This is an optimization exercise on Yosys and OpenROAD, whose aim is small area, a short achievable clock period and few clock cycles per item, not a production implementation.
Only simulation tests tie the RTL to the original design; equivalence was not proved.
Power and IR drop assume default switching activity.

Setup of P:
// qkv_top
module qkv_top #(
	parameter int num_proj = 3
) (
	input  logic        clk,
	input  logic        reset_n,
	input  logic        dut_valid,
	output logic        dut_ready,
	output logic [15:0] input_read_address,
	input  logic [31:0] input_read_data,
	output logic [15:0] weight_read_address,
	input  logic [31:0] weight_read_data,
	output logic        result_write_enable,
	output logic [15:0] result_write_address,
	output logic [31:0] result_write_data
);
==> flow/config.mk <==
export PLATFORM = sky130hd
export DESIGN_NAME = qkv_top
export DESIGN_NICKNAME = qkv_top
export VERILOG_FILES = /design/flow/design.v
export SDC_FILE = /design/flow/constraint.sdc
export NUM_CORES = 4
export LEC_CHECK = 0
export CAP_MARGIN = 20
export CORE_MARGIN = 2
export CORE_UTILIZATION = 40
export SLEW_MARGIN = 20
export SYNTH_HIERARCHICAL = 1
export SYNTH_MINIMUM_KEEP_SIZE = 0
export SETUP_SLACK_MARGIN = 6.25
==> flow/constraint.sdc <==
create_clock -name core_clock -period 9.0 [get_ports {clk}]
set_input_delay 1.8000 -clock core_clock [delete_from_list [all_inputs] [get_ports {clk}]]
set_output_delay 1.8000 -clock core_clock [all_outputs]
set_load 0.01 [all_outputs]
standard.sh (not shown) runs the stock make flow with config.mk's settings and CLKGATE_MAP_FILE= SYNTH_SCRIPT=/design/flow/synth_recipe.tcl, a recipe that flattens the netlist after the stock synthesis.
==> flow/flow/run.sh <==
#!/bin/bash
set -e
MARGIN=6.25
echo "export SETUP_SLACK_MARGIN = $MARGIN" >> config.mk
bash standard.sh > standard.log 2>&1
P finished all stages; the layout is clean.
Testbench counts of P, summed over its fixed seeds: cycles 54,315, macs 53,547.
Input-level comparison between Q and P:
- swapping 6.25 for 6 in SETUP_SLACK_MARGIN
- putting CTS_BUF_LIST at sky130_fd_sc_hd__clkbuf_8 where nothing was set
==> flow/flow/run.sh <==
#!/bin/bash
set -e
MARGIN=6
echo "export SETUP_SLACK_MARGIN = $MARGIN" >> config.mk
bash standard.sh > standard.log 2>&1
- Total of clock buffers placed in the layout: Q higher than P
- Re multi-input combinational cell count: no difference whatsoever between P and Q.
- Compared with P, Q shows minimum clock period after layout higher by 90 ps.
- The final clock period utilization by the worst path of Q exceeds that of P by 1.0 points.
Setup changes, Q to R
- CTS_BUF_LIST changed from sky130_fd_sc_hd__clkbuf_8 to sky130_fd_sc_hd__clkbuf_4
## What came out
- Summary of R over Q: die area closely matched the old numbers; global-route usage increased 0.25 points; sequential cell area in the final layout up 0.43%.
- Compared R vs Q, and number of buffers and inverters on the critical path is up in R.
- Cell area, R and Q, lower one = Q.
- R vs Q: setup slack of the most critical reg-to-reg path up

---

## lane 1
qkv_top, a different RTL version from the one above (not shown whole).
For scale: roughly 530 flip-flops, about 150 I/O pins, ~31,000 um^2 of cells after synthesis.
==> flow/config.mk <==
export PLATFORM = sky130hd
export DESIGN_NAME = qkv_top
export DESIGN_NICKNAME = qkv_top
export VERILOG_FILES = /design/flow/design.v
export SDC_FILE = /design/flow/constraint.sdc
export NUM_CORES = 4
export LEC_CHECK = 0
export CAP_MARGIN = 20
export CORE_MARGIN = 2
export CORE_UTILIZATION = 40
export SLEW_MARGIN = 20
export SYNTH_HIERARCHICAL = 1
export SYNTH_MINIMUM_KEEP_SIZE = 0
export SETUP_SLACK_MARGIN = 6
export BUFFER_PORTS_ARGS = -buffer_cell sky130_fd_sc_hd__buf_2
export CTS_ARGS = -sink_clustering_enable -repair_clock_nets -dont_use_dummy_load
==> flow/constraint.sdc <==
create_clock -name core_clock -period 9.0 [get_ports {clk}]
set_input_delay 1.8000 -clock core_clock [delete_from_list [all_inputs] [get_ports {clk}]]
set_output_delay 1.8000 -clock core_clock [all_outputs]
set_load 0.01 [all_outputs]
==> flow/flow/run.sh <==
#!/bin/bash
set -e
MARGIN=6
cat >> config.mk <<EOS
export SETUP_SLACK_MARGIN = $MARGIN
export BUFFER_PORTS_ARGS = -buffer_cell sky130_fd_sc_hd__buf_2
export CTS_ARGS = -sink_clustering_enable -repair_clock_nets -dont_use_dummy_load
EOS
bash standard.sh > standard.log 2>&1
Lane 1 completed end to end with timing, DRC and antenna clean.
Testbench counts of lane 1, summed over its fixed seeds: cycles 54,315, macs 53,547.
Here is what was changed in the inputs of lane 2 compared with lane 1.
# lane 1
export LEC_CHECK = 0
export CAP_MARGIN = 20
export CORE_MARGIN = 2
export CORE_UTILIZATION = 40
export SLEW_MARGIN = 20
export SYNTH_HIERARCHICAL = 1
export SYNTH_MINIMUM_KEEP_SIZE = 0
export SETUP_SLACK_MARGIN = 6
export BUFFER_PORTS_ARGS = -buffer_cell sky130_fd_sc_hd__buf_2
export CTS_ARGS = -sink_clustering_enable -repair_clock_nets -dont_use_dummy_load
create_clock -name core_clock -period 9.0 [get_ports {clk}]
# lane 2
export LEC_CHECK = 0
export CAP_MARGIN = 20
export CORE_MARGIN = 2
export CORE_UTILIZATION = 40
export SLEW_MARGIN = 20
export SYNTH_HIERARCHICAL = 1
export SYNTH_MINIMUM_KEEP_SIZE = 0
export SETUP_SLACK_MARGIN = 6
export BUFFER_PORTS_ARGS = -buffer_cell sky130_fd_sc_hd__buf_2
export CTS_ARGS = -sink_clustering_enable -repair_clock_nets -dont_use_dummy_load -sink_clustering_size 40 -sink_clustering_max_diameter 80
create_clock -name core_clock -period 9.0 [get_ports {clk}]
diff --git a/flow/flow/run.sh b/flow/flow/run.sh
--- a/flow/flow/run.sh
+++ b/flow/flow/run.sh
@@ -7 +7 @@
-export CTS_ARGS = -sink_clustering_enable -repair_clock_nets -dont_use_dummy_load
+export CTS_ARGS = -sink_clustering_enable -repair_clock_nets -dont_use_dummy_load -sink_clustering_size 40 -sink_clustering_max_diameter 80
Findings:
Comparing lane 1 and lane 2, the lower met2 wirelength from detailed routing was measured on lane 2.
Lane 2 vs. lane 1: final wirelength fell 0.93%, worst setup slack after layout rose 0.017 ns, total power fell 5.1%, final-layout clock buffer total fell 22, signed area change from the synthesized netlist to the final layout fell 2.2 points.
Against lane 1, cell count in lane 2 fell slightly.
Lane 1 -> lane 2: instance area at placement delta 0, exact match
Looking only at share of total power in the clock network, and setting everything else aside, the lower value of lane 1 and lane 2 goes to lane 2.
Lane 2 ended with less global-route usage than lane 1.
Going from lane 1 to lane 2, worst relative slew slack shrinks by 0.37 points.

---

== job 101 ==
Another version of the RTL of qkv_top (not shown whole).
Size: ~2900 cells after synthesis, ~150 I/O pins.
==> flow/config.mk <==
export PLATFORM = sky130hd
export DESIGN_NAME = qkv_top
export DESIGN_NICKNAME = qkv_top
export VERILOG_FILES = /design/flow/design.v
export SDC_FILE = /design/flow/constraint.sdc
export NUM_CORES = 4
export LEC_CHECK = 0
export CAP_MARGIN = 20
export CORE_MARGIN = 2
export CORE_UTILIZATION = 40
export SETUP_SLACK_MARGIN = 5
export SLEW_MARGIN = 20
==> flow/constraint.sdc <==
create_clock -name core_clock -period 9.0 [get_ports {clk}]
set_input_delay 1.8000 -clock core_clock [delete_from_list [all_inputs] [get_ports {clk}]]
set_output_delay 1.8000 -clock core_clock [all_outputs]
set_load 0.01 [all_outputs]
run.sh (not shown) runs the stock make flow with config.mk's settings and CLKGATE_MAP_FILE= SYNTH_SCRIPT=/design/flow/synth_recipe.tcl, a recipe that flattens the netlist after the stock synthesis.
Stock flow here: none of the scripts above is used.
Testbench counts of job 101, summed over its fixed seeds: cycles 54,315, macs 53,547.
For job 102, these inputs were changed with respect to job 101:
Settings: changing SETUP_SLACK_MARGIN from 5 to 6.
==> flow/flow/run.sh (new file) <==
#!/bin/bash
set -e
cp standard.sh standard_copy.txt
cat config.mk > config_before.txt
MARGIN=$(cat flow/margin.txt)
echo "export SETUP_SLACK_MARGIN = $MARGIN" >> config.mk
bash standard.sh > standard.log 2>&1
==> flow/flow/margin.txt (new file) <==
6
==> flow/standard.sh (new file) <==
#!/bin/bash
# synth_recipe.tcl (not shown) runs the flow's synth.tcl, then flattens the netlist and writes it again
# the make line also repeats each setting of config.mk as NAME=value (left out here)
make -C /OpenROAD-flow-scripts/flow DESIGN_CONFIG=/design/flow/config.mk WORK_HOME=/design/flow/orfs CLKGATE_MAP_FILE= SYNTH_SCRIPT=/design/flow/synth_recipe.tcl "${@:-finish}"
removed: flow/run.sh
Findings:
Power share of the sequential group (higher): job 101
NOTE clock-buffer cell count job 101->job 102 increased by more than 10%
Switching share of power: job 102 vs job 101 up 0.49 points
Post-place setup slack, job 102 and job 101, lower one = job 102.
Per the comparison of job 102 with job 101, number of non-clock buffers in the layout has increased, routed wire length increased by 5.6% relative to the old numbers.
Job 102 — met2 track demand over resource 1.2 points higher, job 101 as reference

-- afterwards: timing with drivers on the ports --
The results above use ideal ports. As a check the final layouts listed here were re-extracted and re-timed, cells and wires unchanged.
Step 1 sets driving cells, clkbuf_16 on the clock port and buf_2 on the other inputs (assumed; they add their load-dependent delay and slew).
Step 2, shift: input delay + t, output delay - t, t = (earliest + latest rising clock arrival at the registers) / 2. This alone moves slack from input paths to output paths.
a / b / c = ideal / step 1 / step 2; a / b = the first two.
run | t, ns | setup slack, ns | worst register clock-pin slew, ns | worst slew at a driven data input, ns
P | 0.711 | 6.041 / 5.974 / 5.626 | 0.06 / 0.06 | 0.08
Q | 0.753 | 5.951 / 5.921 / 5.468 | 0.07 / 0.07 | 0.08
R | 1.014 | 5.700 / 5.634 / 5.438 | 0.07 / 0.07 | 0.08
lane 1 | 0.669 | 6.035 / 5.972 / 5.750 | 0.06 / 0.06 | 0.10
lane 2 | 0.619 | 6.053 / 5.989 / 5.758 | 0.12 / 0.12 | 0.10
job 101 | 0.702 | 5.263 / 5.263 / 5.263 | 0.07 / 0.07 | 0.12
job 102 | 0.688 | 5.883 / 5.883 / 5.883 | 0.07 / 0.07 | 0.11
After both steps every run listed still meets setup and hold. The setup slack of Q, which loses most, moves by -0.030 ns with the drivers and by -0.483 ns with both steps.
